What follows belongs to an exercise in optimizing a design on an open flow for small area, a short achievable clock period and few clock cycles per item; a production flow would make more cautious choices. At most, simulation tests tie the RTL to the original design; equivalence was not proved. Function not checked in runs 6 and 7: the RTL went through the layout flow alone. Power and IR drop assume default switching activity.

==> design.v <==
`timescale 1ns / 1ps
package bidm_pkg;
  localparam int MAX_SENSORS = 16;
  localparam int IDX_W = (MAX_SENSORS > 1) ? $clog2(MAX_SENSORS) : 1;
  localparam int CNT_W = $clog2(MAX_SENSORS + 1);
  localparam logic [15:0] COMPANY_CODE = 16'h015d;
  localparam logic [7:0]  MIN_PAYLOAD  = 8'd21;
  typedef enum logic [1:0] {
    OP_SIGHTING = 2'd0,
    OP_SCAN     = 2'd1,
    OP_CLEAR    = 2'd2,
    OP_ADD      = 2'd3
  } opcode_t;
  typedef enum logic [3:0] {
    ST_SHORT       = 4'd0,
    ST_FOREIGN     = 4'd1,
    ST_KNOWN_HIT   = 4'd2,
    ST_NEW_HIT     = 4'd3,
    ST_ADDED       = 4'd4,
    ST_FULL        = 4'd5,
    ST_SCAN        = 4'd6,
    ST_CLEARED     = 4'd7,
    ST_KNOWN_ADDED = 4'd8,
    ST_ADD_FULL    = 4'd9
  } status_t;
  typedef enum logic [1:0] {
    S_IDLE,
    S_SEARCH,
    S_FINISH
  } fsm_state_t;
  typedef struct packed {
    opcode_t            opcode;
    logic [7:0]         payload_length;
    logic [15:0]        company_id;
    logic [63:0]        sensor_id;
    logic signed [7:0]  accel_x;
    logic signed [7:0]  accel_y;
    logic signed [7:0]  accel_z;
  } in_item_t;
  typedef struct packed {
    status_t     status;
    logic [3:0]  entry_index;
    logic [6:0]  channel_base;
    logic [7:0]  x_positive;
    logic [7:0]  x_negative;
    logic [7:0]  y_positive;
    logic [7:0]  y_negative;
    logic [7:0]  z_positive;
    logic [7:0]  z_negative;
    logic        send_request;
    logic        all_known_seen;
  } out_item_t;
  function automatic logic [7:0] pos_part(input logic signed [7:0] v);
    logic [7:0] r;
    r = 8'd0;
    if (!v[7] && (v != 8'sd0)) begin
      r = {v[6:0], 1'b0};
    end
    pos_part = r;
  endfunction
  function automatic logic [7:0] neg_part(input logic signed [7:0] v);
    logic [7:0] r;
    r = 8'd0;
    if (v[7]) begin
      r = 8'd0 - {v[6:0], 1'b0};
    end
    neg_part = r;
  endfunction
  function automatic logic [6:0] chan_base(input logic [IDX_W-1:0] idx);
    logic [IDX_W+2:0] p;
    p = {1'b0, idx, 2'b00} + {2'b00, idx, 1'b0};
    chan_base = 7'(p);
  endfunction
  function automatic logic [MAX_SENSORS-1:0] below_mask(input logic [CNT_W-1:0] cnt);
    logic [MAX_SENSORS-1:0] m;
    for (int i = 0; i < MAX_SENSORS; i++) begin
      m[i] = (CNT_W'(i) < cnt);
    end
    below_mask = m;
  endfunction
endpackage
`timescale 1ns / 1ps
module beacon_id_table_to_channel_mapper_unit (
  input  logic         clk,
  input  logic         rst_n,
  input  logic         in_valid,
  output logic         in_ready,
  input  logic [1:0]   in_opcode,
  input  logic [7:0]   in_payload_length,
  input  logic [15:0]  in_company_id,
  input  logic [63:0]  in_sensor_id,
  input  logic [7:0]   in_accel_x,
  input  logic [7:0]   in_accel_y,
  input  logic [7:0]   in_accel_z,
  output logic         out_valid,
  input  logic         out_ready,
  output logic [3:0]   out_status,
  output logic [3:0]   out_entry_index,
  output logic [6:0]   out_channel_base,
  output logic [7:0]   out_x_positive,
  output logic [7:0]   out_x_negative,
  output logic [7:0]   out_y_positive,
  output logic [7:0]   out_y_negative,
  output logic [7:0]   out_z_positive,
  output logic [7:0]   out_z_negative,
  output logic         out_send_request,
  output logic         out_all_known_seen,
  input  logic         cfg_we,
  input  logic         cfg_wdata
);
  localparam int N = 16;
  localparam int RW = 4 + 4 + 1 + 1 + 1 + 24;
  logic [63:0]   id_mem [N];
  logic [N-1:0]  km_r;       
  logic [N-1:0]  tm_r;       
  logic [N-1:0]  seen_r;
  logic [N-1:0]  ma_r;       
  logic [N-1:0]  mb_r;       
  logic          out_en_r;
  logic          accept;
  logic          skid_next;
  assign in_ready = !skid_next;
  assign accept   = in_valid && !skid_next;
  logic          s2_v;
  logic [N-1:0]  s2_eq_lo, s2_eq_hi;    
  logic          s2_eqp_lo, s2_eqp_hi;
  logic [N-1:0]  s2_eq;
  logic          s2_eqp;
  logic [63:0]   s2_id;
  logic          s2_look, s2_short, s2_scan, s2_clear, s2_add;
  logic [23:0]   s2_acc;
  always_ff @(posedge clk) begin
    logic sight;
    sight = (in_opcode == 2'd0);
    for (int i = 0; i < N; i++) begin
      s2_eq_lo[i] <= (id_mem[i][31:0] == in_sensor_id[31:0]);
      s2_eq_hi[i] <= (id_mem[i][63:32] == in_sensor_id[63:32]);
    end
    s2_eqp_lo <= (s2_id[31:0] == in_sensor_id[31:0]);
    s2_eqp_hi <= (s2_id[63:32] == in_sensor_id[63:32]);
    s2_id    <= in_sensor_id;
    s2_look  <= sight && (in_payload_length >= 8'd21) && (in_company_id == 16'h015d);
    s2_short <= (in_payload_length < 8'd21);
    s2_scan  <= (in_opcode == 2'd1);
    s2_clear <= (in_opcode == 2'd2);
    s2_add   <= (in_opcode == 2'd3);
    s2_acc   <= {in_accel_x, in_accel_y, in_accel_z};
  end
  logic          is_sight;
  logic [N-1:0]  match, pre_m, fm;
  logic [N-1:0]  oh_t, oh_k, we;
  logic          any, khit, full, kfull, hit;
  logic [N-1:0]  missing, low_m;
  logic          m_zero, m_one;
  assign is_sight = !s2_scan && !s2_clear && !s2_add;
  assign s2_eq    = s2_eq_lo & s2_eq_hi;
  assign s2_eqp   = s2_eqp_lo && s2_eqp_hi;
  logic [N-1:0]  w, pre_w, fw;
  always_comb begin
    oh_t[0] = !tm_r[0];
    oh_k[0] = !km_r[0];
    for (int i = 1; i < N; i++) begin
      oh_t[i] = tm_r[i-1] && !tm_r[i];
      oh_k[i] = km_r[i-1] && !km_r[i];
    end
    match = (ma_r & s2_eq) | (mb_r & {N{s2_eqp}});
    pre_m[0] = 1'b0;
    for (int i = 1; i < N; i++) begin
      pre_m[i] = pre_m[i-1] | match[i-1];
    end
    fm = match & ~pre_m;
    if (s2_look) w = match | oh_t;
    else if (s2_add) w = oh_k;
    else w = '0;
    pre_w[0] = 1'b0;
    for (int i = 1; i < N; i++) begin
      pre_w[i] = pre_w[i-1] | w[i-1];
    end
    fw = w & ~pre_w;
    missing = km_r & ~seen_r;
    low_m[0] = 1'b0;
    for (int i = 1; i < N; i++) begin
      low_m[i] = low_m[i-1] | missing[i-1];
    end
    low_m = ~low_m & ~missing;
    m_zero = (missing == '0);
    m_one  = ((missing & (missing - 1'b1)) == '0);
  end
  assign any   = |match;
  assign khit  = |(match & km_r);
  assign full  = tm_r[N-1];
  assign kfull = km_r[N-1];
  assign hit   = s2_look && any;
  assign we    = (s2_v && s2_add) ? oh_k : oh_t;
  function automatic logic [3:0] penc16(input logic [15:0] v);
    logic [3:0] z;
    logic [1:0] l [4];
    logic [1:0] hi, lo;
    for (int g = 0; g < 4; g++) begin
      z[g]     = (v[4*g +: 4] == 4'd0);
      l[g][1]  = !v[4*g] && !v[4*g+1];
      l[g][0]  = !v[4*g] && (v[4*g+1] || !v[4*g+2]);
    end
    hi[1] = z[0] && z[1] && !(z[2] && z[3]);
    hi[0] = (z[0] && !z[1]) || (z[0] && z[1] && z[2] && !z[3]);
    lo    = !z[0] ? l[0] : (!z[1] ? l[1] : (!z[2] ? l[2] : (!z[3] ? l[3] : 2'd0)));
    penc16 = {hi, lo};
  endfunction
  logic [3:0]    st_h, idx_h;
  logic [6:0]    base_h;
  logic          all_h;
  logic [RW-1:0] res;
  always_comb begin
    logic [N-1:0] sel;
    logic         all_hit;
    st_h = 4'd0;
    if (s2_look) begin
      if (any) st_h = khit ? 4'd2 : 4'd3;
      else     st_h = full ? 4'd5 : 4'd4;
    end else if (is_sight) begin
      st_h = s2_short ? 4'd0 : 4'd1;
    end else if (s2_scan) begin
      st_h = 4'd6;
    end else if (s2_clear) begin
      st_h = 4'd7;
    end else begin
      st_h = kfull ? 4'd9 : 4'd8;
    end
    sel = fw;
    idx_h  = penc16(w);
    base_h = '0;
    for (int i = 0; i < N; i++) begin
      if (sel[i]) begin
        base_h = base_h | 7'(6 * i);
      end
    end
    all_hit = m_zero || (m_one && |(match & missing) && !(|(match & low_m)));
    if (is_sight) all_h = hit ? all_hit : m_zero;
    else if (s2_scan) all_h = !km_r[0];
    else if (s2_clear) all_h = 1'b1;
    else all_h = kfull && m_zero;
    res = {st_h, idx_h, s2_look && khit && out_en_r, all_h, hit, s2_acc};
  end
  always_ff @(posedge clk) begin
    logic [N-1:0] tm_n;
    tm_n = tm_r;
    if (!rst_n) begin
      km_r   <= '0;
      tm_n   = '0;
      seen_r <= '0;
    end else if (s2_v) begin
      if (s2_look) begin
        seen_r <= seen_r | fw;
        if (!any && !full) begin
          tm_n   = {tm_r[N-2:0], 1'b1};
        end
      end else if (s2_scan) begin
        seen_r <= seen_r & ~km_r;
      end else if (s2_clear) begin
        km_r   <= '0;
        tm_n   = '0;
        seen_r <= '0;
      end else if (s2_add && !kfull) begin
        seen_r <= seen_r & ~oh_k;
        km_r   <= {km_r[N-2:0], 1'b1};
        tm_n   = {km_r[N-2:0], 1'b1};
      end
    end
    tm_r <= tm_n;
    ma_r <= tm_n & ~we;
    mb_r <= tm_n & we;
  end
  always_ff @(posedge clk) begin
    for (int i = 0; i < N; i++) begin
      if (we[i]) begin
        id_mem[i] <= s2_id;
      end
    end
  end
  logic          ov_r;
  logic          sk_v_r;
  logic [RW-1:0] sk_r;
  logic          out_free;
  logic [3:0]    o_status;
  logic [3:0]    o_idx;
  logic [6:0]    o_base;
  logic [7:0]    o_xp, o_xn, o_yp, o_yn, o_zp, o_zn;
  logic          o_send;
  logic          o_all;
  logic          skn_free_r, skn_held_r;
  assign out_free  = !ov_r || out_ready;
  assign skid_next = out_ready ? skn_free_r : skn_held_r;
  always_ff @(posedge clk) begin
    if (!rst_n) begin
      ov_r       <= 1'b0;
      sk_v_r     <= 1'b0;
      skn_free_r <= 1'b0;
      skn_held_r <= 1'b0;
      s2_v     <= 1'b0;
      out_en_r <= 1'b0;
    end else begin
      if (cfg_we) begin
        out_en_r <= cfg_wdata;
      end
      if (out_free) begin
        ov_r <= sk_v_r || s2_v;
      end
      sk_v_r     <= skid_next;
      s2_v       <= accept;
      skn_free_r <= skid_next && accept;
      skn_held_r <= (out_free ? (sk_v_r || s2_v) : ov_r) ? (skid_next || accept)
                                                           : (skid_next && accept);
    end
  end
  function automatic logic [7:0] pos_part(input logic [7:0] v, input logic h);
    pos_part = (h && !v[7] && (v != 8'd0)) ? {v[6:0], 1'b0} : 8'd0;
  endfunction
  function automatic logic [7:0] neg_part(input logic [7:0] v, input logic h);
    neg_part = (h && v[7]) ? (8'd0 - {v[6:0], 1'b0}) : 8'd0;
  endfunction
  always_ff @(posedge clk) begin
    logic [RW-1:0] r;
    if (!sk_v_r || out_free) begin
      sk_r <= res;
    end
    if (out_free) begin
      r = sk_v_r ? sk_r : res;
      o_status <= r[34:31];
      o_idx    <= r[30:27];
      o_base   <= sk_v_r ? 7'({sk_r[30:27], 2'b00} + {sk_r[30:27], 1'b0}) : base_h;
      o_send   <= r[26];
      o_all    <= r[25];
      o_xp     <= pos_part(r[23:16], r[24]);
      o_xn     <= neg_part(r[23:16], r[24]);
      o_yp     <= pos_part(r[15:8], r[24]);
      o_yn     <= neg_part(r[15:8], r[24]);
      o_zp     <= pos_part(r[7:0], r[24]);
      o_zn     <= neg_part(r[7:0], r[24]);
    end
  end
  assign out_valid          = ov_r;
  assign out_status         = o_status;
  assign out_entry_index    = o_idx;
  assign out_channel_base   = o_base;
  assign out_x_positive     = o_xp;
  assign out_x_negative     = o_xn;
  assign out_y_positive     = o_yp;
  assign out_y_negative     = o_yn;
  assign out_z_positive     = o_zp;
  assign out_z_negative     = o_zn;
  assign out_send_request   = o_send;
  assign out_all_known_seen = o_all;
endmodule
==> flow/run.sh <==
#!/bin/bash
# The standard layout, except that the port buffers are buf_4 cells: left to itself
# buffer_ports picks a delay cell (clkdlybuf4s50_1) for every input and output port.
set -euo pipefail
export BUFFER_PORTS_ARGS="-buffer_cell sky130_fd_sc_hd__buf_4"
bash standard.sh > standard.log 2>&1
==> standard.sh <==
#!/bin/bash
# synth_recipe.tcl (not shown) runs the flow's synth.tcl, then flattens the netlist and writes it again
# the make line also repeats each setting of config.mk as NAME=value (left out here)
make -C /OpenROAD-flow-scripts/flow DESIGN_CONFIG=/design/flow/config.mk WORK_HOME=/design/flow/orfs CLKGATE_MAP_FILE= SYNTH_SCRIPT=/design/flow/synth_recipe.tcl "${@:-finish}"
==> config.mk <==
export PLATFORM = sky130hd
export DESIGN_NAME = beacon_id_table_to_channel_mapper_unit
export DESIGN_NICKNAME = beacon_id_table_to_channel_mapper_unit
export VERILOG_FILES = /design/flow/design.v
export SDC_FILE = /design/flow/constraint.sdc
export NUM_CORES = 4
export LEC_CHECK = 0
export CAP_MARGIN = 20
export CORE_MARGIN = 2
export CORE_UTILIZATION = 48
export CTS_BUF_LIST = sky130_fd_sc_hd__clkbuf_16
export CTS_CLUSTER_DIAMETER = 120
export CTS_CLUSTER_SIZE = 25
export PLACE_DENSITY = 0.8
export SETUP_SLACK_MARGIN = 2.5
export SLEW_MARGIN = 20
==> constraint.sdc <==
create_clock -name core_clock -period 5.0 [get_ports {clk}]
set_input_delay 1.0000 -clock core_clock [delete_from_list [all_inputs] [get_ports {clk}]]
set_output_delay 1.0000 -clock core_clock [all_outputs]
set_load 0.01 [all_outputs]
==> impl_results.md, run 1 <==
* Total grt overflow at 0
* Initial core utilization at just under 50%
* Final std cell area, no fill at 0.0615 sq mm
* Cell Area, Synth at roughly 0.055 sq mm
* Fmax at 379 MHz
* Die Ht at around 340 microns
* Via density at 5.91
* Wirelength per Cell at 27.4 microns
* R2r startpoint: s2_eqp_lo
* Switch share at 23.3%
* Max IR drop VDD at 292 uV
* R2R depth at 10
* P_sw at 4550 uW
* Global-route wire length before repair at 215 mm
* Seq pwr share at 63.6%
* I/O Pins at 187
* Hold Buf Count CTS at 0
* Pint at 14900 uW
* Area Growth Syn to Fin at 11.9%
* Clk_skew at 58.2 ps
* CTS tree: built
* R2R Setup Slk at 2360 ps
* Clock power share at 28.5%
* Gate power share at 7.8%
* FF-to-FF End: mb_r[1]
* Overall Global Routing Usage at 25.1%
* Routability cong. at 0.964
* Port Buffers at between 150 and 200
* Lkg Pwr at 0.0215 uW
* Vias at ~32000
* HP Class: in -> reg
* Max_slew headroom at between 20% and 30%
* Actual slew at the worst max-slew pin at 1110 ps
* Worst hold path endpoint: s2_acc[2]
* # nets final at just over 4000
* Data arrival, critical path at 3260 ps
* Max H-tree Level at 2
* Mapped Avg Cell Area at 14.8 sq um
* # rows at approximately 120
* Count of pins over their slew limit at 0
* Antenna-violating nets left at 0
* Largest net degree at the start of global routing at 67
* WP data required at 5620 ps
* # diodes at 0
* Critical Path Fanout Max at 8
* Hold Crit Depth at 1
* Final setup fails at 0
* Synth warn at 3
* DR pass1 iterations at 7
* Synth Flop Type: edfxtp_1
* Clk sink count at 1330
* Top-area cell type share of the netlist area at 61.0%
* DRT Wirelength at 150 mm
* Cell taking the most area after synthesis: edfxtp_1
* Hold_sp: in_accel_z[2]
* Maximum clock path buffer count at 3
* DR DRC count at 0
* Cells after Synth at between 3000 and 4000
* Final worst-path cycle share at around 53%
* Unique masters post-synth at 84
* Clock-pin slew on the worst setup and hold paths at around 120 ps
* Core area at ~0.11 sq mm
* Chip Width at roughly 340 microns
* CTS Buf Count at 59
* Die area at 0.117 sq mm
* Fraction of registers with async set/reset at 0%
* Power Dens Cells at 317 mW/mm^2
* Placed Area at 0.0584 sq mm
* Outcome: complete, no violations
* Final Hold Viols at 0
* Dpl hpwl at 89.1 mm
* Root buf cell: clkbuf_16
* Synth top area cells: edfxtp_1 (61%), xor2_1 (18%), dfxtp_1 (7.8%), nor4_1 (3.1%), clkbuf_1 (1.1%)
* Kind of critical path: reg -> reg
* EDFF count, synth at 1117
* Period minus WS final at 2640 ps
* DR iter-0 viols at around 4400
* Synth Register Bits at 1330
* Post-synthesis sequential area ratio at 68.8%
* Number of global-route vias before repair at about 31000
* Startpoint Class: flip-flop
* Share of cells above drive strength 1 at 13.9%
* RSZ-0062 raised after global routing: true
* Crit end category: flip-flop
* Worst-Skew Late Latency at 730 ps
* Max Cap Viol at 0
* Initial antenna violation count at 10
* Setup TNS at 0 ps
## timing repair
item,4_1_cts,5_1_grt
buffers inserted,31,29
hold endpoints to repair,0,0
cloned,6,1
pin swaps,32,41
setup endpoints to repair,920,275
gates resized for setup,101,52
## sequential cells by signal, summed over array words and instances (netlist names), 24 cells and up
signal  cells
s2_acc     24
sk_r       35
s2_id      64
id_mem   1024
## cells by family after synthesis
logic type / Yosys count / share of synthesized area (%)
DFF: 1330 / 68.8
adders and majority gates: 9 / 0.219
other: 1 / 0.00682
muxes: 33 / 0.613
buffers and inverters: 219 / 1.63
and+or+nand+nor: 747 / 7.57
AOI/OAI and AO/OA: 258 / 3.53
xor gates and xnor gates: 1106 / 17.6
## Yosys cell counts (21+ instances only)
master / instances
edfxtp_1: 1117
xor2_1: 1099
nor4_1: 275
dfxtp_1: 213
clkbuf_1: 155
nor2_1: 135
nand2_1: 90
nand4_1: 76
nor2b_1: 49
a21oi_1: 41
o21ai_0: 40
inv_1: 39
nand2b_1: 36
mux2i_1: 28
o22ai_1: 25
a21boi_0: 24
nor3_1: 21
## cell usage in the layout, fill, tap and decap left out, types with 18 or more instances in the layout
cell          n
nor4_1      273
inv_1        85
a21boi_0     23
nand4_1      76
dfxtp_1     197
clkbuf_16    60
o22ai_1      25
xor2_1     1099
nand2_1      85
nor2b_1      42
mux2i_1      25
a21oi_1      40
nor2_1      133
edfxtp_1   1117
nand2b_1     26
buf_4       303
o21ai_0      25
nor3_1       18
## routing by layer
| layer | track usage (%) | routed length [microns] |
|---|---|---|
| met3 | 4.21 | 16900 |
| met1 | 34.7 | 57400 |
| met5 | 0 | 67 |
| met2 | 41.0 | 70600 |
| met4 | 7.36 | 5190 |
## critical path, stage by stage (launching register included)
cell      delay [ps]
dfxtp_4          380
and2_4           220
a32oi_4          240
nand4_1          130
or4_4            610
buf_6            160
nor4_4           140
o21a_4           210
buf_12           180
o221ai_4         120
nor2b_1          180
## power by group through the flow
stage	combinational, uW	clock (uW)	sequential, uW
4_1_cts	1490	5600	12400
2_1_floorplan	801	0	12700
3_3_place_gp	1430	0	12600
3_5_place_dp	1470	0	12700
5_1_grt	1610	5950	12400
6_report	1530	5560	12400
## how the worst max path moves through the flow
stage | start | to | slack, ps | depth (start not counted)
CTS | s2_eqp_hi | o_base[4] | 2380 | 9
global placement | s2_v | id_mem[6][33] | 1950 | 3
detailed placement | s2_eqp_lo | o_zn[5] | 1890 | 8
floorplan | s2_add | id_mem[1][0] | 1880 | 6
finish | s2_eqp_lo | mb_r[1] | 2360 | 10
global route | s2_eqp_lo | o_base[4] | 2280 | 9
## per-stage QoR
step	instances	hold WS (ps)	setup slack, ps	util (%)	power [uW]
after floorplan	3710	408	1880	-	13500
after global placement	5305	419	1950	51.2	14100
after detailed placement	5309	426	1890	51.3	14100
after CTS	5457	356	2380	53.5	19500
after global routing	5487	367	2280	54.0	20000
final	5487	397	2360	54.0	19500
## area by class of cell
cell class | count | area (sq um)
clock inverter | 52 | 249
sequential | 1330 | 37800
timing repair buffer | 327 | 2660
clock buffer | 59 | 1480
inverter | 40 | 151
tap | 1512 | 1890
multi-input combinational | 2167 | 17200
fill | 8922 | 52400
Testbench counts, summed over its fixed seeds: cycles 4,816, items 4,800.
==> inputs of run 2 (changes only) <==
--- a/config.mk
+++ b/config.mk
@@ -5,12 +5,12 @@
 export SDC_FILE = /design/flow/constraint.sdc
 export NUM_CORES = 4
 export LEC_CHECK = 0
-export CAP_MARGIN = 20
+export CAP_MARGIN = 5
 export CORE_MARGIN = 2
-export CORE_UTILIZATION = 48
+export CORE_UTILIZATION = 40
 export CTS_BUF_LIST = sky130_fd_sc_hd__clkbuf_16
 export CTS_CLUSTER_DIAMETER = 120
 export CTS_CLUSTER_SIZE = 25
 export PLACE_DENSITY = 0.8
 export SETUP_SLACK_MARGIN = 2.5
-export SLEW_MARGIN = 20
+export SLEW_MARGIN = 5
==> run 2 against run 1 <==
  * Non-clock buffer count is 4 lower
  * Setup slack got worse by 30 ps
  * Maximum frequency shrank 1.1%
  * Highest routed layer unchanged
  * Area after synthesis unchanged
==> impl_results.md, run 2 <==
* Crit-path cells: and2_4 -> a32oi_4 -> nand4_1 -> or4_4 -> buf_6 -> o21ai_4 -> buf_4 -> o21ai_2 -> and3_1
* Share of cells above drive strength 1 at 15.0%
* Post-synthesis sequential area ratio at 68.8%
* Post-synth top cells: edfxtp_1 (1117), xor2_1 (1099), nor4_1 (275), dfxtp_1 (213), clkbuf_1 (155)
* Kind of critical path: reg -> reg
* Port Buffers at 179
* Routability cong. at between 0.9 and 1
* Biggest regs: id_mem (1024), s2_id (64), sk_r (35)
* Total grt overflow at 0
* Actual slew at the worst max-slew pin at approximately 1300 ps
* Max H-tree Level at 2
* Largest net degree at the start of global routing at between 60 and 70
* WP data required at 5470 ps
* Global-route wire length before repair at between 200 and 250 mm
* Synth warn at 3
* Clock-pin slew on the worst setup and hold paths at 100 ps
* DRT Wirelength at 156 mm
* Commonest cells after routing, fill and taps aside: edfxtp_1 (1117), xor2_1 (1099), buf_4 (295)
* Crit-path slowest cell: or4_4
* Area Growth Syn to Fin at 12.8%
* Setup TNS at 0 ps
* Fillers at between 10000 and 15000
* # nets final at 4054
* Cell Area, Synth at 0.0549 sq mm
* CP Launch Point: s2_eqp_lo
* Wirelength per Cell at between 20 and 30 microns
* Data arrival, critical path at roughly 3100 ps
* Most numerous cell in the Yosys netlist: edfxtp_1
* DR DRC count at 0
* Max_slew headroom at 10.2%
* Final worst-path cycle share at 53.4%
* Power Dens Cells at between 300 and 400 mW/mm^2
* Crit end category: flip-flop
* Lkg Pwr at roughly 0.022 uW
* Maximum clock path buffer count at 3
* Vias at 32800
* R2R depth at 9
* Synth top area cells: edfxtp_1 (61%), xor2_1 (18%), dfxtp_1 (7.8%), nor4_1 (3.1%), clkbuf_1 (1.1%)
* RSZ-0062 raised after global routing: true
* Period minus WS final at approximately 2700 ps
* Initial core utilization at between 40% and 50%
* Overall Global Routing Usage at 21.4%
* Max reg flops at just over 1000
* Top delay family on crit path: simple AND/OR/NAND/NOR gates
* Antenna-violating nets left at 0
* DR pass1 iterations at 6
* Outcome: complete, no violations
* Final setup fails at 0
* Number of global-route vias before repair at 31500
* Die area at 0.140 sq mm
* Unique masters post-synth at 84
* Count of pins over their slew limit at 0
* DR iter-0 viols at 4422
* Startpoint Class: flip-flop
* Root buf cell: clkbuf_16
* Hold_sp: in_accel_y[6]
* Initial antenna violation count at 15
* I/O Pins at between 150 and 200
* Core area at 0.136 sq mm
* Clk_skew at 32.7 ps
* Mapped Avg Cell Area at 14.8 sq um
* R2r startpoint: s2_eqp_lo
* Hold Crit Depth at 1
* Synth Register Bits at 1330
* Synth Flop Type: edfxtp_1
* Max Cap Viol at 0
* Clk sink count at 1330
* HP Class: in -> reg
* Cells after Synth at 3703
* Crit path depth at 9
* Max IR drop VDD at 276 uV
* Min Hold Slack at 381 ps
* Fraction of registers with async set/reset at 0%
* Worst-Skew Late Latency at 730 ps
* Critical Path Fanout Max at 6
* CTS tree: built
* EDFF count, synth at 1117
* # rows at 135
* Final Hold Viols at 0
* Crit path largest cell delay at 600 ps
* Chip Width at 375 microns
* Die Ht at 375 microns
* Via density at roughly 5.7
* CTS Buf Count at 59
* Largest register by flop count: id_mem
* Top-area cell type share of the netlist area at 61.0%
* Fmax at 375 MHz
* Most common cell after layout, fill and taps aside: edfxtp_1
* Cell taking the most area after synthesis: edfxtp_1
* Dpl hpwl at about 92 mm
* Buf+Inv Stages, Crit Path at 2
## run 2: cell count changes in the layout (fill, tap and decap cells not counted), moves of 7 or more
cell     previous run  this run
nor2_1            133       107
nor2_2              2        27
buf_4             303       295
o21ai_2             4        11
## run 2: final cells by class
cell class	count	area, sq um	area share [%]
clock inverters	52	251	0.406
clock buffers	60	1500	2.42
well taps	1781	2230	3.59
repair buffers	323	2620	4.22
flip-flops and latches	1330	37800	61.0
multi-input cells	2171	17400	28.1
diodes	1	2.50	0.00404
inverters	40	154	0.248
## run 2: path summary, 6_finish.rpt
path | endpoint | slack (ps)
max | o_xn[2] | 2330
max reg2reg | o_xn[2] | 2330
min reg2reg | sk_r[1] | 450
min | s2_acc[14] | 380
## run 2: cells by family after synthesis
kind of cell / share of synthesized area, %
other: 0.00682
muxes: 0.613
AOI/OAI and AO/OA: 3.53
xor gates and xnor gates: 17.6
adders and majority gates: 0.219
DFF: 68.8
buffers and inverters: 1.63
and+or+nand+nor: 7.57
## run 2: stage by stage
step | utilization [%] | area (sq um) | instances | power (uW) | worst slack [ps]
final | 45.6 | 62000 | 5758 | 19600 | 2330
after global routing | 45.6 | 62000 | 5757 | 20100 | 2310
after CTS | 45.0 | 61200 | 5725 | 19600 | 2400
after detailed placement | 43.1 | 58600 | 5568 | 14100 | 1820
after global placement | 43.1 | 58600 | 5568 | 14100 | 1860
after floorplan | - | 55200 | 3710 | 13500 | 1880
## run 2: worst reg2reg max path: stages (launching register included)
cell and delay, ps:
dfxtp_4 370, and2_4 220, a32oi_4 260, nand4_1 140, or4_4 600, buf_6 150
o21ai_4 220, buf_4 180, o21ai_2 110, and3_1 200
## run 2: routing by layer
layer | GRT usage [%] | share of wire (%) | vias to the layer above
li1 | - | - | 13900
met1 | 28.4 | 38 | 16500
met2 | 35.0 | 47 | 2100
met3 | 4.74 | 12 | 336
met4 | 6.29 | 3.6 | 18
met5 | 0 | 0.066 | -
## run 2: report_power, final
group | internal [uW] | total, uW | switching, uW | leakage [uW]
Combinational | 493 | 1520 | 1030 | 0.00833
Sequential | 12300 | 12400 | 182 | 0.0122
Clock | 2220 | 5610 | 3390 | 0.00103
## run 2: what timing repair did
item,CTS,global route
resized for setup,109,107
setup buffers,36,30
gates cloned,9,1
pin swaps,26,72
endpoints found under the setup margin,944,306
hold buffers,0,0
==> inputs of run 3 (changes only) <==
--- a/config.mk
+++ b/config.mk
@@ -5,12 +5,13 @@
 export SDC_FILE = /design/flow/constraint.sdc
 export NUM_CORES = 4
 export LEC_CHECK = 0
-export CAP_MARGIN = 5
+export CAP_MARGIN = 20
 export CORE_MARGIN = 2
 export CORE_UTILIZATION = 40
 export CTS_BUF_LIST = sky130_fd_sc_hd__clkbuf_16
 export CTS_CLUSTER_DIAMETER = 120
 export CTS_CLUSTER_SIZE = 25
 export PLACE_DENSITY = 0.8
-export SETUP_SLACK_MARGIN = 2.5
-export SLEW_MARGIN = 5
+export SETUP_SLACK_MARGIN = 2.65
+export SLEW_MARGIN = 20
+export TNS_END_PERCENT = 30
==> run 3 against run 2 <==
  * Die area unchanged
  * Hold slack better by 10 ps
  * Area after synthesis unchanged
  * Register-to-register slack worse by 20 ps
  * Combinational power about the same
  * Final cell count down 0.33%
  * Largest power group unchanged
  * Synthesized cell count unchanged
==> impl_results.md, run 3 <==
* Outcome: complete, no violations
* Clk_skew at about 33 ps
* DR DRC count at 0
* Final worst-path cycle share at a little over half
* Kind of critical path: reg -> reg
* Vias at 32800
* DRT Wirelength at 156 mm
* CTS Buf Count at slightly below 60
* Clock-pin slew on the worst setup and hold paths at 100 ps
* Share of cells above drive strength 1 at 14.7%
* Top-area cell type share of the netlist area at 61.0%
* Data arrival, critical path at 3160 ps
* Cells after Synth at roughly 3700
* Startpoint Class: flip-flop
* Critical Path Fanout Max at 11
* Maximum clock path buffer count at 3
* Cell taking the most area after synthesis: edfxtp_1
* Fmax at 372 MHz
* Max reg flops at just over 1000
* Gr busiest metal: met2
* Actual slew at the worst max-slew pin at around 1200 ps
* Initial antenna violation count at 13
* # nets final at 4037
* Largest net degree at the start of global routing at 67
* Clock power share at 28.7%
* Clk sink count at between 1000 and 1500
* DR iter-0 viols at around 4400
* Crit end category: flip-flop
* Placed Cells at 5570
* Commonest cells after routing, fill and taps aside: edfxtp_1 (1117), xor2_1 (1099), buf_4 (273)
* Largest register by flop count: id_mem
* Final setup fails at 0
* Antenna-violating nets left at 0
* Global-route wire length before repair at between 200 and 250 mm
* Routing usage on met1 at between 20% and 30%
* I/O Pins at approximately 190
* Gate power share at 7.8%
* Power Dens Cells at approximately 320 mW/mm^2
* Non-Filler Instances at 5739
* DR pass1 iterations at 6
* Wirelength per Cell at between 20 and 30 microns
* Grt met2 use at a little over a third
* Mapped Avg Cell Area at 14.8 sq um
* Overall Global Routing Usage at around a fifth
* Total grt overflow at 0
* Seq pwr share at 63.5%
* Die area at about 0.14 sq mm
* Worst-Skew Late Latency at approximately 730 ps
* Max Cap Viol at 0
* Area of the multi-input gates at approximately 0.017 sq mm
* Pint at approximately 15000 uW
* Port Buffers at ~180
* Max H-tree Level at 2
* Routability cong. at slightly above 0.9
* Unique masters post-synth at 84
* Number of global-route vias before repair at 31400
* Via density at 5.71
* Finished Core Util at 45.6%
* Fillers at 11500
* Post-synth top cells: edfxtp_1 (1117), xor2_1 (1099), nor4_1 (275), dfxtp_1 (213), clkbuf_1 (155)
* HP Class: in -> reg
* Synth warn at 3
* Most numerous cell in the Yosys netlist: edfxtp_1
* EDFF count, synth at 1117
* Final Hold Viols at 0
* Synth top area cells: edfxtp_1 (61%), xor2_1 (18%), dfxtp_1 (7.8%), nor4_1 (3.1%), clkbuf_1 (1.1%)
* Setup TNS at 0 ps
* Most common cell after layout, fill and taps aside: edfxtp_1
* Fraction of registers with async set/reset at 0%
* Count of pins over their slew limit at 0
* Placed Area at 0.0587 sq mm
* Core area at 0.136 sq mm
* Period minus WS final at 2690 ps
* Cell Area, Synth at 0.0549 sq mm
* Max IR drop VDD at just under 300 uV
* Max_slew headroom at 18.4%
* # rows at 135
* Area Growth Syn to Fin at 12.9%
* Register area at 0.0378 sq mm
* WP data required at 5470 ps
* Chip Width at 375 microns
* CTS tree: built
* Switch share at 23.4%
* Root buf cell: clkbuf_16
* RSZ-0062 raised after global routing: true
* Final std cell area, no fill at 0.0620 sq mm
* Biggest regs: id_mem (1024), s2_id (64), sk_r (35)
* Dpl hpwl at 91.7 mm
* Synth Flop Type: edfxtp_1
* Synth Register Bits at 1330
* GRT met3 Usage at under 10%
* Hold Buf Count CTS at 0
* Initial core utilization at 40.4%
* P_sw at 4580 uW
* Lkg Pwr at roughly 0.021 uW
* Post-synthesis sequential area ratio at 68.8%
* Die Ht at 375 microns
==> run 3: area by class of cell <==
| type | count | share of cell area, % |
|---|---|---|
| clock inverter | 49 | 0.385 |
| clock buffer | 61 | 2.46 |
| sequential | 1330 | 61.0 |
| antenna | 1 | 0.00404 |
| timing repair buffer | 306 | 4.11 |
| tap | 1781 | 3.59 |
| inverter | 40 | 0.244 |
| multi-input combinational | 2171 | 28.2 |
==> run 3: timing repair <==
| action | in CTS | in global routing |
|---|---|---|
| setup buffers | 16 | 32 |
| pin swaps | 23 | 59 |
| resized for setup | 89 | 138 |
| cloned | 8 | 2 |
| setup endpoints to repair | 1066 | 773 |
==> run 3: worst max-delay path: stages, from the launching register on <==
cell and delay (ps):
dfxtp_4 380, and2_4 220, a32oi_4 260, nand4_1 130, or4_4 630, nor2_4 160, mux2i_2 310, o21ai_2 110
mux2_4 260
==> run 3: path summary, 6_finish.rpt <==
check	from	to	slack [ps]	cells past startpoint
min	in_accel_y[7]	s2_acc[15]	390	1
min reg2reg	s2_acc[1]	sk_r[1]	460	0
max	s2_eqp_hi	o_status[0]	2310	8
max reg2reg	s2_eqp_hi	o_status[0]	2310	8
==> run 3: power by group through the flow <==
| stage | sequential [uW] | combinational [uW] | clock, uW |
|---|---|---|---|
| floorplan | 12700 | 801 | 0 |
| global placement | 12700 | 1410 | 0 |
| detailed placement | 12700 | 1440 | 0 |
| CTS | 12400 | 1480 | 5660 |
| global route | 12500 | 1600 | 6010 |
| finish | 12400 | 1530 | 5620 |
==> run 3: through the flow <==
stage	hold WS [ps]	setup WS, ps	power [uW]
floorplan	408	1880	13500
CTS	348	2370	19600
finish	391	2310	19600
global route	362	2270	20100
detailed placement	427	1820	14100
global placement	417	1860	14100
==> run 3: cells by family after synthesis <==
kind of cell               after synthesis  synth area share, %
adders and majority gates                9                0.219
AOI/OAI and AO/OA                      258                 3.53
buffers and inverters                  219                 1.63
xor gates and xnor gates              1106                 17.6
other                                    1              0.00682
DFF                                   1330                 68.8
and+or+nand+nor                        747                 7.57
muxes                                   33                0.613
==> run 3: routing by layer <==
metal | routed length, microns | share of wire [%]
met4 | 5920 | 3.8
met5 | 102 | 0.066
met3 | 18100 | 12
met2 | 72900 | 47
met1 | 58500 | 38
==> inputs of run 4 (changes only) <==
--- a/config.mk
+++ b/config.mk
@@ -8,10 +8,9 @@
 export CAP_MARGIN = 20
 export CORE_MARGIN = 2
 export CORE_UTILIZATION = 40
-export CTS_BUF_LIST = sky130_fd_sc_hd__clkbuf_16
+export CTS_BUF_LIST = sky130_fd_sc_hd__clkbuf_8 sky130_fd_sc_hd__clkbuf_16
 export CTS_CLUSTER_DIAMETER = 120
 export CTS_CLUSTER_SIZE = 25
 export PLACE_DENSITY = 0.8
-export SETUP_SLACK_MARGIN = 2.65
+export SETUP_SLACK_MARGIN = 2.5
 export SLEW_MARGIN = 20
-export TNS_END_PERCENT = 30
==> run 4 against run 3 <==
  * Final area down 0.40%
  * Critical endpoint is now mb_r[9]
  * Total power about the same
  * Synthesized cell count stayed put
  * Clock skew up 1.0 ps
  * Via count decreased by 0.45%
  * Largest cell class unchanged
  * First-iteration DRC count grew 2.3%
  * Final cell count about the same
==> impl_results.md, run 4 <==
* Routability cong. at 0.916
* Non-Filler Instances at 5744
* DRT Wirelength at 155 mm
* Synth warn at 3
* Startpoint Class: flip-flop
* HP Class: in -> reg
* EDFF count, synth at between 1000 and 1500
* Chip Width at 375 microns
* Lkg Pwr at 0.0214 uW
* Max H-tree Level at 2
* Max_slew headroom at about 25%
* Critical Path Fanout Max at 6
* Unique masters post-synth at 84
* Commonest cells after routing, fill and taps aside: edfxtp_1 (1117), xor2_1 (1099), buf_4 (285)
* # nets final at 4043
* Clk sink count at 1330
* Global-route wire length before repair at 220 mm
* Grt met2 use at 34.9%
* Most common cell after layout, fill and taps aside: edfxtp_1
* Synth Register Bits at 1330
* DR pass1 iterations at 6
* Number of global-route vias before repair at 31400
* Data arrival, critical path at approximately 3300 ps
* WP data required at approximately 5600 ps
* I/O Pins at 187
* Overall Global Routing Usage at about a fifth
* Outcome: complete, no violations
* Count of pins over their slew limit at 0
* Final setup fails at 0
* Vias at between 30000 and 40000
* Max Cap Viol at 0
* Die area at between 0.1 and 0.15 sq mm
* Power Dens Cells at 317 mW/mm^2
* Initial core utilization at 40.4%
* Post-synthesis sequential area ratio at 68.8%
* Die Ht at approximately 370 microns
* Actual slew at the worst max-slew pin at 1130 ps
* Biggest regs: id_mem (1024), s2_id (64), sk_r (35)
* R2r startpoint: s2_eqp_hi
* Cell taking the most area after synthesis: edfxtp_1
* Post-Place Worst Slack at 1820 ps
* Mapped Avg Cell Area at ~15 sq um
* Largest register by flop count: id_mem
* Fin worst setup slack at 2390 ps
* Dpl hpwl at 91.7 mm
* Maximum clock path buffer count at 3
* Gr busiest metal: met2
* CP Launch Point: s2_eqp_hi
* Hold Buf Count CTS at 0
* Port Buffers at ~180
* Wirelength per Cell at around 27 microns
* CTS tree: built
* Total grt overflow at 0
* Fmax at about 380 MHz
* # diodes at 0
* Max reg flops at ~1000
* Clock-pin slew on the worst setup and hold paths at 100 ps
* Clk_skew at 33.6 ps
* Final Hold Viols at 0
* Final worst-path cycle share at 52.1%
* Synth top area cells: edfxtp_1 (61%), xor2_1 (18%), dfxtp_1 (7.8%), nor4_1 (3.1%), clkbuf_1 (1.1%)
* Setup TNS at 0 ps
* Period minus WS final at 2610 ps
* Root buf cell: clkbuf_16
* Finished Core Util at 45.4%
* FF-to-FF End: mb_r[9]
* DR iter-0 viols at 4468
* R2R Setup Slk at 2390 ps
* Hold Crit Depth at 1
* Hold_sp: in_accel_y[7]
* Max IR drop VDD at slightly below 300 uV
* Fraction of registers with async set/reset at 0%
* Largest net degree at the start of global routing at 67
* Post-synth top cells: edfxtp_1 (1117), xor2_1 (1099), nor4_1 (275), dfxtp_1 (213), clkbuf_1 (155)
* CTS Buf Count at 59
* Antenna-violating nets left at 0
* Cell Area, Synth at between 0.05 and 0.06 sq mm
* DR DRC count at 0
* Core area at approximately 0.14 sq mm
* Kind of critical path: reg -> reg
* Most numerous cell in the Yosys netlist: edfxtp_1
* Top-area cell type share of the netlist area at between 60% and 70%
* Initial antenna violation count at 16
* Share of cells above drive strength 1 at 14.0%
* Routing usage on met1 at between 20% and 30%
* Placed Cells at about 5600
* RSZ-0062 raised after global routing: true
* Cells after Synth at 3703
* Area Growth Syn to Fin at 12.4%
* Via density at 5.68
* R2R depth at 11
* Worst hold path endpoint: s2_acc[15]
* Worst-Skew Late Latency at 730 ps
* # rows at 135
* Crit end category: flip-flop
* Synth Flop Type: edfxtp_1
* GRT met3 Usage at 4.84%
-- run 4: worst max path at each step --
stage	cells after the start	end	slack, ps
after global routing	11	mb_r[10]	2310
after detailed placement	6	id_mem[11][27]	1820
after global placement	6	id_mem[11][11]	1860
final	11	mb_r[9]	2390
after floorplan	6	id_mem[1][0]	1880
after CTS	7	seen_r[10]	2400
-- run 4: final cells by class --
type,count,area (sq um)
fillers,11500,74200
repair buffers,313,2550
well taps,1781,2230
inverters,40,155
clock buffers,61,1530
flip-flops and latches,1330,37800
clock inverters,49,239
multi-input cells,2170,17200
-- run 4: logic make-up (layout without fill, tap and decap cells) --
kind of cell	after synthesis	count (layout)	share of synthesized area, %
and+or+nand+nor	747	750	7.57
AOI/OAI and AO/OA	258	264	3.53
xor gates and xnor gates	1106	1106	17.6
DFF	1330	1330	68.8
muxes	33	33	0.613
adders and majority gates	9	9	0.219
other	1	8	0.00682
buffers and inverters	219	463	1.63
-- run 4: layer usage --
layer / wire length [microns] / vias to the layer above / share of wire (%)
met4: 5790 / 20 / 3.7
li1: - / 13800 / -
met2: 72300 / 2060 / 47
met3: 18800 / 349 / 12
met1: 57900 / 16300 / 37
met5: 126 / - / 0.081
-- run 4: worst max-delay path, stage by stage (launching register included) --
cell,delay [ps]
dfxtp_4,370
and2_4,210
a32oi_4,220
nand4_1,120
or4_4,590
buf_6,150
nor4_4,110
buf_4,180
o21a_2,230
buf_4,150
o221ai_2,110
nor2b_1,110
-- run 4: per-stage QoR --
step / instance area (sq um) / total power (uW) / hold WS, ps
global route: 61800 / 20100 / 362
floorplan: 55200 / 13500 / 408
global placement: 58600 / 14100 / 417
finish: 61800 / 19600 / 393
detailed placement: 58700 / 14100 / 427
CTS: 61200 / 19600 / 348
-- run 4: repair_timing --
item / 4_1_cts / 5_1_grt
resized for setup: 99 / 69
endpoints found under the setup margin: 942 / 643
pin swaps: 23 / 34
setup buffers: 31 / 24
cloned: 7 / 2
-- run 4: report_power, final --
group	internal (uW)	switching [uW]	leakage, uW
Sequential	12300	181	0.0122
Combinational	490	1030	0.00826
Clock	2250	3370	0.00103
Total	15000	4570	0.0214
==> inputs of run 5 (changes only) <==
--- a/config.mk
+++ b/config.mk
@@ -8,9 +8,9 @@
 export CAP_MARGIN = 20
 export CORE_MARGIN = 2
 export CORE_UTILIZATION = 40
-export CTS_BUF_LIST = sky130_fd_sc_hd__clkbuf_8 sky130_fd_sc_hd__clkbuf_16
-export CTS_CLUSTER_DIAMETER = 120
-export CTS_CLUSTER_SIZE = 25
+export CTS_BUF_LIST = sky130_fd_sc_hd__clkbuf_16
+export CTS_CLUSTER_DIAMETER = 100
+export CTS_CLUSTER_SIZE = 28
 export PLACE_DENSITY = 0.8
 export SETUP_SLACK_MARGIN = 2.5
 export SLEW_MARGIN = 20
==> run 5 against run 4 <==
  * Clock-buffer cell count is 6 lower
  * Critical path type unchanged
  * Largest cell class unchanged
  * Largest power group unchanged
  * Hold slack better by 5.6 ps
  * Highest routed layer unchanged
  * Sequential share of layout area is 0.23 points higher
  * Total power is 1.3% lower
  * Area after synthesis stayed put
  * Die area stayed put
  * Global-route usage is 0.26 points lower
  * Final area is 0.34% lower
==> impl_results.md, run 5 <==
* R2r startpoint: s2_eqp_hi
* Top-area cell type share of the netlist area at 61.0%
* Dpl hpwl at between 90 and 100 mm
* Startpoint Class: flip-flop
* Min Hold Slack at 399 ps
* Crit-path cells: and2_4 -> a32oi_4 -> buf_6 -> buf_6 -> a31oi_4 -> or4_4 -> nor3_4 -> nand3_2 -> o211ai_1 -> o41a_1
* Setup TNS at 0 ps
* Count of pins over their slew limit at 0
* Core area at about 0.14 sq mm
* Die Ht at 375 microns
* Overall Global Routing Usage at 21.1%
* Wirelength per Cell at 26.7 microns
* Worst-Skew Late Latency at 710 ps
* Data arrival, critical path at 3230 ps
* Total grt overflow at 0
* Clk sink count at 1330
* Lkg Pwr at 0.0214 uW
* Port Buffers at 179
* Synth top area cells: edfxtp_1 (61%), xor2_1 (18%), dfxtp_1 (7.8%), nor4_1 (3.1%), clkbuf_1 (1.1%)
* Power Dens Cells at 314 mW/mm^2
* Finished Core Util at 45.3%
* CP dominant cell by count: buf_6
* Final worst-path cycle share at 53.5%
* Number of global-route vias before repair at between 30000 and 40000
* DR DRC count at 0
* Commonest cells after routing, fill and taps aside: edfxtp_1 (1117), xor2_1 (1099), buf_4 (291)
* DRT Wirelength at 153 mm
* Hold_sp: in_accel_y[4]
* Mapped Avg Cell Area at 14.8 sq um
* Final setup fails at 0
* Kind of critical path: reg -> reg
* Max Cap Viol at 0
* Fin worst setup slack at 2320 ps
* Most common cell after layout, fill and taps aside: edfxtp_1
* Global-route wire length before repair at 217 mm
* Synth Flop Type: edfxtp_1
* Crit-path slowest cell: or4_4
* Share of cells above drive strength 1 at 13.9%
* I/O Pins at 187
* CTS tree: built
* Area Growth Syn to Fin at 12.0%
* Outcome: complete, no violations
* Initial antenna violation count at 13
* Max_slew headroom at 23.2%
* # rows at 135
* Clock-pin slew on the worst setup and hold paths at 110 ps
* Crit end category: flip-flop
* CTS Buf Count at between 50 and 60
* Cell Area, Synth at 0.0549 sq mm
* Hold Buf Count CTS at 0
* R2R Setup Slk at around 2300 ps
* Maximum clock path buffer count at 3
* CP Launch Point: s2_eqp_hi
* Most numerous cell in the Yosys netlist: edfxtp_1
* EDFF count, synth at 1117
* Cells after Synth at 3703
* Unique masters post-synth at 84
* Synth warn at 3
* Post-synthesis sequential area ratio at 68.8%
* DR pass1 iterations at 6
* Max H-tree Level at 2
* RSZ-0062 raised after global routing: true
* Buf+Inv Stages, Crit Path at 2
* Max reg flops at 1024
* Cell taking the most area after synthesis: edfxtp_1
* Worst hold path endpoint: s2_acc[12]
* Root buf cell: clkbuf_16
* Critical Path Fanout Max at 6
* Antenna-violating nets left at 0
* Die area at 0.140 sq mm
* Largest register by flop count: id_mem
* Vias at roughly 32000
* Chip Width at 375 microns
* Largest net degree at the start of global routing at 67
* Biggest regs: id_mem (1024), s2_id (64), sk_r (35)
* Hold Crit Depth at 1
* Crit path largest cell delay at 590 ps
* DR iter-0 viols at 4699
* Final Hold Viols at 0
* Routability cong. at 0.916
* R2R depth at 10
* Fraction of registers with async set/reset at 0%
* Period minus WS final at 2680 ps
* Top delay family on crit path: simple AND/OR/NAND/NOR gates
* Fmax at roughly 370 MHz
* Actual slew at the worst max-slew pin at 1150 ps
* WP data required at 5550 ps
* HP Class: in -> reg
* FF-to-FF End: o_base[4]
* Post-Place Worst Slack at 1820 ps
* Post-synth top cells: edfxtp_1 (1117), xor2_1 (1099), nor4_1 (275), dfxtp_1 (213), clkbuf_1 (155)
* Clk_skew at 40.5 ps
* Initial core utilization at 40.4%
* Via density at roughly 5.7
* # nets final at 4041
* Synth Register Bits at 1330
* Max IR drop VDD at roughly 270 uV
run 5: cells by family after synthesis:
logic type               after synthesis  share of synthesized area, %
AO/OA/AOI/OAI                        258                          3.53
XOR/XNOR                            1106                          17.6
adder cells (fa/ha/maj)                9                         0.219
buffers and inverters                219                          1.63
flip-flops                          1330                          68.8
multiplexers                          33                         0.613
other                                  1                       0.00682
AND/OR/NAND/NOR                      747                          7.57
run 5: final cells by class:
type                    instances  area [sq um]
well taps                    1781          2230
multi-input cells            2168         17100
inverters                      40           155
diodes                          1          2.50
repair buffers                318          2610
fillers                     11500         74400
clock inverters                45           231
flip-flops and latches       1330         37900
clock buffers                  55          1380
run 5: per-stage QoR:
step / cell area [sq um] / power [uW] / cells
global route: 61600 / 19800 / 5737
global placement: 58600 / 14100 / 5568
CTS: 61000 / 19300 / 5702
detailed placement: 58700 / 14100 / 5570
floorplan: 55200 / 13500 / 3710
finish: 61600 / 19300 / 5738
run 5: how the worst max path moves through the flow:
stage | end | slack, ps | cells past startpoint
after floorplan | id_mem[1][0] | 1880 | 6
after global placement | id_mem[11][11] | 1860 | 6
after detailed placement | id_mem[11][27] | 1820 | 6
after CTS | o_status[0] | 2380 | 8
after global routing | o_base[4] | 2240 | 10
final | o_base[4] | 2320 | 10
run 5: repair_timing:
action	4_1_cts	5_1_grt
gates cloned	5	2
resized for setup	97	56
setup buffers	27	33
pin swaps	16	15
endpoints found under the setup margin	942	403
run 5: power by group:
group          switching, uW  leakage, uW  internal [uW]  total (uW)
clock network           3320     0.000922           2050        5370
logic                   1020      0.00828            491        1510
registers                178       0.0122          12300       12400
total                   4520       0.0214          14800       19300
run 5: per-layer routing:
metal | vias to the layer above | wire (microns) | part of all wire [%] | track usage [%]
li1 | 13800 | - | - | -
met1 | 16300 | 58000 | 38 | 28.1
met2 | 2020 | 72200 | 47 | 34.4
met3 | 288 | 17900 | 12 | 4.68
met4 | 14 | 5050 | 3.3 | 6.25
met5 | - | 88 | 0.057 | 0
run 5: worst reg2reg max path, cell delays in order, from the launching register on:
cell and delay [ps]:
dfxtp_4 380, and2_4 210, a32oi_4 250, buf_6 140
buf_6 90, a31oi_4 120, or4_4 590, nor3_4 220
nand3_2 160, o211ai_1 180, o41a_1 190
==> inputs of run 6 (changes only) <==
--- a/design.v
+++ b/design.v
@@ -267,8 +267,16 @@
       end
     end
     tm_r <= tm_n;
-    ma_r <= tm_n & ~we;
-    mb_r <= tm_n & we;
+    if (!rst_n || (s2_v && s2_clear)) begin
+      ma_r <= '0;
+      mb_r <= '0;
+    end else if (s2_v && s2_add && !kfull) begin
+      ma_r <= km_r;
+      mb_r <= oh_k;
+    end else begin
+      ma_r <= tm_r;
+      mb_r <= (s2_v && s2_look && !any && !full) ? oh_t : '0;
+    end
   end
   always_ff @(posedge clk) begin
     for (int i = 0; i < N; i++) begin
--- a/config.mk
+++ b/config.mk
@@ -9,8 +9,8 @@
 export CORE_MARGIN = 2
 export CORE_UTILIZATION = 40
 export CTS_BUF_LIST = sky130_fd_sc_hd__clkbuf_16
-export CTS_CLUSTER_DIAMETER = 100
-export CTS_CLUSTER_SIZE = 28
+export CTS_CLUSTER_DIAMETER = 120
+export CTS_CLUSTER_SIZE = 25
 export PLACE_DENSITY = 0.8
 export SETUP_SLACK_MARGIN = 2.5
 export SLEW_MARGIN = 20
==> run 6 against run 5 <==
  * Routed wire length grew 5.9%
  * Non-clock buffer count grew 16
  * Register-to-register slack lost 170 ps
  * Setup slack lost 170 ps
  * Largest cell class unchanged
  * Still clean on timing, DRC and antenna
  * Clock skew grew 18 ps
  * Hold slack lost 15 ps
==> impl_results.md, run 6 <==
* Outcome: complete, no violations
* Crit-path slowest cell: or4_4
* Worst-Skew Late Latency at 740 ps
* Gate power share at 9.5%
* Number of global-route vias before repair at 32000
* Synth Area in Simple Gates at 8.02%
* DR DRC count at 0
* Final setup fails at 0
* EDFF count, synth at 1117
* Compound-Gate Fraction of Synth Area at 3.43%
* Overall Global Routing Usage at 22.1%
* Pint at 15400 uW
* Initial core utilization at 40.2%
* P_sw at 4970 uW
* Core area at around 0.14 sq mm
* Seq pwr share at 62.6%
* Cell Area, Synth at 0.0551 sq mm
* Die Ht at about 380 microns
* Finished Core Util at a little under half
* Port Buffers at 179
* Setup TNS at 0 ps
* Clk sink count at 1330
* Synth warn at 3
* WP data required at between 5000 and 6000 ps
* Most numerous cell in the Yosys netlist: edfxtp_1
* Crit end category: flip-flop
* CP dominant cell by count: or4_4
* Fmax at 351 MHz
* Maximum clock path buffer count at 3
* Final worst-path cycle share at 57.0%
* Area Growth Syn to Fin at 13.0%
* Global-route wire length before repair at between 200 and 250 mm
* Synth Flop Type: edfxtp_1
* Most common cell after layout, fill and taps aside: edfxtp_1
* Critical Path Fanout Max at 8
* Die area at 0.141 sq mm
* Largest family of logic cells by synthesized area: XOR/XNOR gates
* Synth Area in Adders at 0.236%
* RSZ-0062 raised after global routing: true
* Via density at 5.70
* Post-synthesis sequential area ratio at 68.6%
* Cell taking the most area after synthesis: edfxtp_1
* Data arrival, critical path at 3460 ps
* Clock power share at 27.9%
* Routability cong. at 0.917
* Chip Width at 375 microns
* Hold Crit Depth at 1
* DRT Wirelength at around 160 mm
* Fraction of registers with async set/reset at 0%
* Initial antenna violation count at 19
* Max H-tree Level at 2
* Cells after Synth at 3795
* Crit-path cells: a32o_2 -> or4_4 -> or4_4 -> o31ai_4 -> buf_12 -> o311ai_4 -> o211a_1
* Post-synth top cells: edfxtp_1 (1117), xor2_1 (1098), nor4_1 (280), dfxtp_1 (213), clkbuf_1 (181)
* Max_slew headroom at 22.3%
* Antenna-violating nets left at 0
* Dpl hpwl at 97.0 mm
* Hold Buf Count CTS at 0
* Post-synthesis mux area share at 0.592%
* Max IR drop VDD at 322 uV
* # nets final at 4133
* Power Dens Cells at 327 mW/mm^2
* Commonest cells after routing, fill and taps aside: edfxtp_1 (1117), xor2_1 (1098), buf_4 (295)
* Period minus WS final at 2850 ps
* CTS tree: built
* Share of cells above drive strength 1 at approximately 14%
* Crit path largest cell delay at 580 ps
* Vias at 33400
* Clk_skew at between 50 and 60 ps
* Synth Area in XOR/XNOR at ~18%
* Kind of critical path: reg -> reg
* Max reg flops at 1024
* Synth top area cells: edfxtp_1 (61%), xor2_1 (17%), dfxtp_1 (7.7%), nor4_1 (3.2%), clkbuf_1 (1.2%)
* CTS Buf Count at 60
* Clock-pin slew on the worst setup and hold paths at 110 ps
* Lkg Pwr at 0.0219 uW
* Final Hold Viols at 0
* Largest net degree at the start of global routing at 65
* Actual slew at the worst max-slew pin at 1170 ps
* Wirelength per Cell at roughly 28 microns
* Switch share at 24.4%
* Startpoint Class: flip-flop
* Synth Register Bits at 1330
* Unique masters post-synth at 75
* Largest register by flop count: id_mem
* Biggest regs: id_mem (1024), s2_id (64), sk_r (35)
* Total grt overflow at 0
* Max Cap Viol at 0
* Final std cell area, no fill at 0.0623 sq mm
* # rows at 136
* Mapped Avg Cell Area at 14.5 sq um
* DR pass1 iterations at 5
* Count of pins over their slew limit at 0
* Top-area cell type share of the netlist area at 60.8%
* I/O Pins at 187
* R2R depth at 7
* DR iter-0 viols at 4498
* Root buf cell: clkbuf_16
* HP Class: in -> reg
* Placed Area at 0.0590 sq mm
[run 6: changes by cell type after synthesis, sizes merged, moves of 14 or more]
cell	delta
nand2	+33
a21oi	+27
nand3	+27
clkbuf	+26
nor2b	-18
inv	-16
o221ai	-14
[run 6: metal layers]
layer	global-route usage [%]	share of wire (%)	up-vias
li1	-	-	14100
met1	29.1	38	16800
met2	35.9	47	2062
met3	4.65	11	361
met4	8.63	4.2	28
met5	0	0.091	-
[run 6: worst max-delay path, delay by kind of cell (launching register included)]
kind                   cells  cell delay, ps
AND/OR/NAND/NOR            2            1110
flip-flops                 1             470
buffers and inverters      1             200
AO/OA/AOI/OAI              4             940
[run 6: final timing paths]
path            startpoint         end  slack (ps)
max            s2_eq_lo[3]    tm_r[13]        2150
max reg2reg    s2_eq_lo[3]    tm_r[13]        2150
min          in_accel_y[5]  s2_acc[13]         380
min reg2reg      s2_acc[1]     sk_r[1]         440
[run 6: logic make-up (layout without fill, tap and decap cells)]
kind of cell,count (synthesis),count (layout)
AO/OA/AOI/OAI,278,282
XOR/XNOR,1104,1104
adder cells (fa/ha/maj),10,10
buffers and inverters,225,473
flip-flops,1330,1330
multiplexers,32,32
other,1,9
AND/OR/NAND/NOR,815,817
[run 6: cell type report]
class,count,area [sq um]
clock buffer,61,1530
fill,11700,74900
clock inverter,53,274
timing repair inverter,1,5.00
tap,1794,2240
multi-input combinational,2253,17500
antenna,1,2.50
timing repair buffer,334,2780
sequential,1330,37800
inverter,24,95.1
[run 6: through the flow]
| stage | cells | hold WS (ps) | setup slack, ps | total power [uW] |
|---|---|---|---|---|
| floorplan | 3802 | 408 | 2330 | 14000 |
| global placement | 5661 | 418 | 1510 | 14800 |
| detailed placement | 5665 | 422 | 1510 | 14800 |
| CTS | 5818 | 351 | 2190 | 20300 |
| global route | 5850 | 350 | 2100 | 20900 |
| finish | 5851 | 384 | 2150 | 20400 |
[run 6: power by group through the flow]
stage               registers, uW  logic, uW  clock network [uW]
floorplan                   13000       1020                   0
global placement            13000       1770                   0
detailed placement          13000       1830                   0
CTS                         12700       1870                5710
global route                12800       2030                6060
finish                      12700       1940                5680
[run 6: timing repair]
item / CTS / global route
endpoints found under the hold margin: 0 / 0
pin swaps: 31 / 45
buffers inserted: 32 / 30
gates resized for setup: 102 / 110
gates cloned: 7 / 2
setup endpoints to repair: 846 / 156
==> inputs of run 7 (changes only) <==
--- a/design.v
+++ b/design.v
@@ -156,6 +156,8 @@
   assign s2_eq    = s2_eq_lo & s2_eq_hi;
   assign s2_eqp   = s2_eqp_lo && s2_eqp_hi;
   logic [N-1:0]  w, pre_w, fw;
+  logic [N-1:0]  ma_eq, fa, pre_a, w0;
+  logic          any_a, any_b, mbv;
   always_comb begin
     oh_t[0] = !tm_r[0];
     oh_k[0] = !km_r[0];
@@ -164,19 +166,26 @@
       oh_k[i] = km_r[i-1] && !km_r[i];
     end
     match = (ma_r & s2_eq) | (mb_r & {N{s2_eqp}});
+    ma_eq = ma_r & s2_eq;
+    any_a = |ma_eq;
+    any_b = mbv && s2_eqp;
     pre_m[0] = 1'b0;
     for (int i = 1; i < N; i++) begin
       pre_m[i] = pre_m[i-1] | match[i-1];
     end
     fm = match & ~pre_m;
-    if (s2_look) w = match | oh_t;
-    else if (s2_add) w = oh_k;
-    else w = '0;
-    pre_w[0] = 1'b0;
+    pre_a[0] = 1'b0;
     for (int i = 1; i < N; i++) begin
-      pre_w[i] = pre_w[i-1] | w[i-1];
+      pre_a[i] = pre_a[i-1] | ma_eq[i-1];
     end
-    fw = w & ~pre_w;
+    fa = ma_eq & ~pre_a;
+    w0 = any_b ? mb_r : oh_t;
+    if (s2_look) w = any_a ? ma_eq : w0;
+    else if (s2_add) w = oh_k;
+    else w = '0;
+    if (s2_look) fw = any_a ? fa : w0;
+    else if (s2_add) fw = oh_k;
+    else fw = '0;
     missing = km_r & ~seen_r;
     low_m[0] = 1'b0;
     for (int i = 1; i < N; i++) begin
@@ -186,8 +195,9 @@
     m_zero = (missing == '0);
     m_one  = ((missing & (missing - 1'b1)) == '0);
   end
-  assign any   = |match;
-  assign khit  = |(match & km_r);
+  assign mbv   = |mb_r;
+  assign any   = any_a || any_b;
+  assign khit  = |(ma_eq & km_r) || (s2_eqp && |(mb_r & km_r));
   assign full  = tm_r[N-1];
   assign kfull = km_r[N-1];
   assign hit   = s2_look && any;
@@ -267,16 +277,8 @@
       end
     end
     tm_r <= tm_n;
-    if (!rst_n || (s2_v && s2_clear)) begin
-      ma_r <= '0;
-      mb_r <= '0;
-    end else if (s2_v && s2_add && !kfull) begin
-      ma_r <= km_r;
-      mb_r <= oh_k;
-    end else begin
-      ma_r <= tm_r;
-      mb_r <= (s2_v && s2_look && !any && !full) ? oh_t : '0;
-    end
+    ma_r <= tm_n & ~we;
+    mb_r <= tm_n & we;
   end
   always_ff @(posedge clk) begin
     for (int i = 0; i < N; i++) begin
==> run 7 against run 6 <==
  * Sequential power is essentially flat
  * Hold slack lost 9.9 ps
  * Routed wire length grew 5.8%
  * Final area grew 2.0%
  * Register-to-register slack gained 40 ps
  * Non-clock buffer count grew 16
  * Utilization grew 0.29 points
  * Clock power grew 0.7%
  * Sequential share of layout area shrank 1.1 points
  * Final cell count grew 3.3%
  * Clock-buffer cell count is the same
  * Global-route usage grew 1.3 points
  * Critical endpoint is now o_all
==> impl_results.md, run 7 <==
* Fillers at between 10000 and 15000
* Final std cell area, no fill at 0.0635 sq mm
* Kind of critical path: reg -> reg
* FF-to-FF End: o_all
* Crit path capture: o_all
* Maximum clock path buffer count at 3
* DR DRC count at 0
* Overall power at 20500 uW
* Pint at 15500 uW
* Max H-tree Level at 2
* Clk_skew at 60.1 ps
* Synth top area cells: edfxtp_1 (60%), xor2_1 (17%), dfxtp_1 (7.6%), nor4_1 (3.1%), clkbuf_1 (1.2%)
* Die area at 0.143 sq mm
* Overall Global Routing Usage at 23.4%
* Max reg flops at 1024
* Seq pwr share at a little over three fifths
* Total grt overflow at 0
* Gate power share at 9.8%
* Period minus WS final at 2810 ps
* Critical Path Fanout Max at 9
* Initial antenna violation count at 11
* Mapped Avg Cell Area at 14.3 sq um
* DR pass1 iterations at 6
* Top-area cell type share of the netlist area at 60.0%
* Outcome: complete, no violations
* Global-route wire length before repair at 240 mm
* Data arrival, critical path at about 3400 ps
* Count of pins over their slew limit at 0
* WP data required at 5600 ps
* # rows at 137
* Clk sink count at 1330
* Fin worst setup slack at around 2200 ps
* Lkg Pwr at roughly 0.022 uW
* Synth Register Bits at 1330
* I/O Pins at approximately 190
* Fmax at 356 MHz
* Most numerous cell in the Yosys netlist: edfxtp_1
* Largest net degree at the start of global routing at 67
* Setup TNS at 0 ps
* Final setup fails at 0
* Post-synthesis mux area share at 0.880%
* Cell taking the most area after synthesis: edfxtp_1
* Antenna-violating nets left at 0
* Most common cell after layout, fill and taps aside: edfxtp_1
* Unique masters post-synth at 75
* Crit end category: flip-flop
* HP Class: in -> reg
* Number of global-route vias before repair at 33200
* Clock power share at between 20% and 30%
* Synth Area in Simple Gates at 8.17%
* Synth Area in XOR/XNOR at 17.3%
* Max IR drop VDD at 303 uV
* R2R Setup Slk at ~2200 ps
* Largest register by flop count: id_mem
* Chip Width at 378 microns
* Clock-pin slew on the worst setup and hold paths at 110 ps
* Post-synth top cells: edfxtp_1 (1117), xor2_1 (1099), nor4_1 (279), dfxtp_1 (213), clkbuf_1 (186)
* Fraction of registers with async set/reset at 0%
* Final Hold Viols at 0
* DRT Wirelength at 172 mm
* Worst-Skew Late Latency at 720 ps
* Wirelength per Cell at 28.4 microns
* Synth warn at 3
* Root buf cell: clkbuf_16
* Max Cap Viol at 0
* Die Ht at 378 microns
* P_sw at 5060 uW
* Biggest regs: id_mem (1024), s2_id (64), sk_r (35)
* Compound-Gate Fraction of Synth Area at 4.05%
* Core area at 0.139 sq mm
* EDFF count, synth at 1117
* DR iter-0 viols at 4433
* CTS Buf Count at 60
* # nets final at 4242
* Share of cells above drive strength 1 at 16.4%
* Vias at roughly 34000
* Largest family of logic cells by synthesized area: XOR/XNOR gates
* Power Dens Cells at approximately 320 mW/mm^2
* Initial core utilization at 40.2%
* Area Growth Syn to Fin at 13.7%
* Commonest cells after routing, fill and taps aside: edfxtp_1 (1117), xor2_1 (1099), buf_4 (319)
* Cell Area, Synth at 0.0559 sq mm
* R2R depth at 8
* Synth Flop Type: edfxtp_1
* Routability cong. at 0.978
* CTS tree: built
* Port Buffers at 179
* Startpoint Class: flip-flop
* CP Launch Point: km_r[4]
* Cells after Synth at 3899
* Synth Area in Adders at 0.235%
* R2r startpoint: km_r[4]
* Max_slew headroom at 26.4%
* RSZ-0062 raised after global routing: true
* Actual slew at the worst max-slew pin at 1090 ps
* Dpl hpwl at approximately 110 mm
* Final worst-path cycle share at 56.1%
* Via density at 5.71
* Finished Core Util at a little under half
* Post-Place Worst Slack at between 1500 and 2000 ps
* Post-synthesis sequential area ratio at 67.7%
* Placed Area at 0.0597 sq mm
* Switch share at 24.7%
-- run 7: cell families after synthesis --
group | Yosys count
other | 1
adder cells (fa/ha/maj) | 10
XOR/XNOR | 1105
multiplexers | 48
flip-flops | 1330
buffers and inverters | 237
AO/OA/AOI/OAI | 345
AND/OR/NAND/NOR | 823
-- run 7: timing repair --
item / in CTS / in global routing
resized for setup: 223 / 141
buffers inserted: 52 / 21
endpoints found under the setup margin: 839 / 335
gates cloned: 4 / 0
pin swaps: 74 / 58
hold buffers: 0 / 0
-- run 7: per-layer routing --
metal | vias up | part of all wire, % | GRT usage [%]
li1 | 14600 | - | -
met1 | 17400 | 38 | 31.2
met2 | 2196 | 47 | 38.2
met3 | 375 | 11 | 3.92
met4 | 12 | 4.5 | 9.07
met5 | - | 0.040 | 0
-- run 7: critical path, cell delays in order, from the launching register on --
cell and delay (ps):
dfxtp_2 590, nor2b_2 440, or3_4 270, a21oi_1 70, nor4_2 440, o2111ai_1 180
a2111o_1 320, a32oi_2 240, mux2_1 150
-- run 7: worst min path at each step --
stage,startpoint,to,cells after the start
floorplan,s2_acc[14],sk_r[14],0
global placement,s2_acc[22],sk_r[22],0
detailed placement,s2_acc[7],sk_r[7],0
CTS,in_accel_x[0],s2_acc[16],1
global route,in_accel_x[1],s2_acc[17],1
finish,in_accel_y[5],s2_acc[13],1
-- run 7: final cells by class --
class / instances / area [sq um] / share of cell area, %
antenna: 3 / 7.51 / 0.0118
clock buffer: 61 / 1530 / 2.40
clock inverter: 53 / 303 / 0.477
inverter: 31 / 124 / 0.195
multi-input combinational: 2340 / 18500 / 29.2
sequential: 1330 / 37900 / 59.6
tap: 1876 / 2350 / 3.69
timing repair buffer: 350 / 2820 / 4.43
-- run 7: power by group through the flow --
stage	Clock (uW)	Sequential, uW	Combinational, uW
2_1_floorplan	0	13100	1060
3_3_place_gp	0	13000	1830
3_5_place_dp	0	13100	1870
4_1_cts	5760	12800	1950
5_1_grt	6110	12800	2110
6_report	5720	12800	2010
-- run 7: through the flow --
step / std cells / hold WS (ps)
finish: 6044 / 374
global route: 6042 / 350
CTS: 6019 / 339
detailed placement: 5849 / 423
global placement: 5849 / 419
floorplan: 3906 / 408

## separate check: timing with driven ports
Ports are ideal in the flow. The routed layouts listed here were re-timed in OpenROAD.
Step 1, drivers: a clkbuf_16 drives clk and a buf_2 each remaining input, both assumed.
Step 2 moves the port delays by t, midway between the first and last clock arrival at a register: inputs arrive t later, outputs are due t later. That takes back most of the time a late clock gives input paths.
a / b / c = no drivers / after step 1 / after step 2; a / b = the first two.
run	t, ns	setup slack, ns	slew at the worst register clock pin (ns)	cell pins on the clock port's net
run 1	0.768	2.362 / 2.362 / 2.063	0.12 / 0.12	1
run 2	0.788	2.332 / 2.332 / 1.793	0.12 / 0.12	1
run 3	0.782	2.312 / 2.312 / 1.918	0.12 / 0.12	1
run 4	0.785	2.393 / 2.393 / 1.895	0.12 / 0.12	1
run 5	0.764	2.324 / 2.324 / 1.833	0.11 / 0.11	1
run 6	0.776	2.150 / 2.150 / 1.969	0.11 / 0.11	1
run 7	0.775	2.194 / 2.195 / 1.813	0.11 / 0.11	1
After both steps setup and hold are still met in every run listed. The setup slack of run 2, which loses most, moves by 0.000 ns with the drivers and by -0.539 ns with both steps.
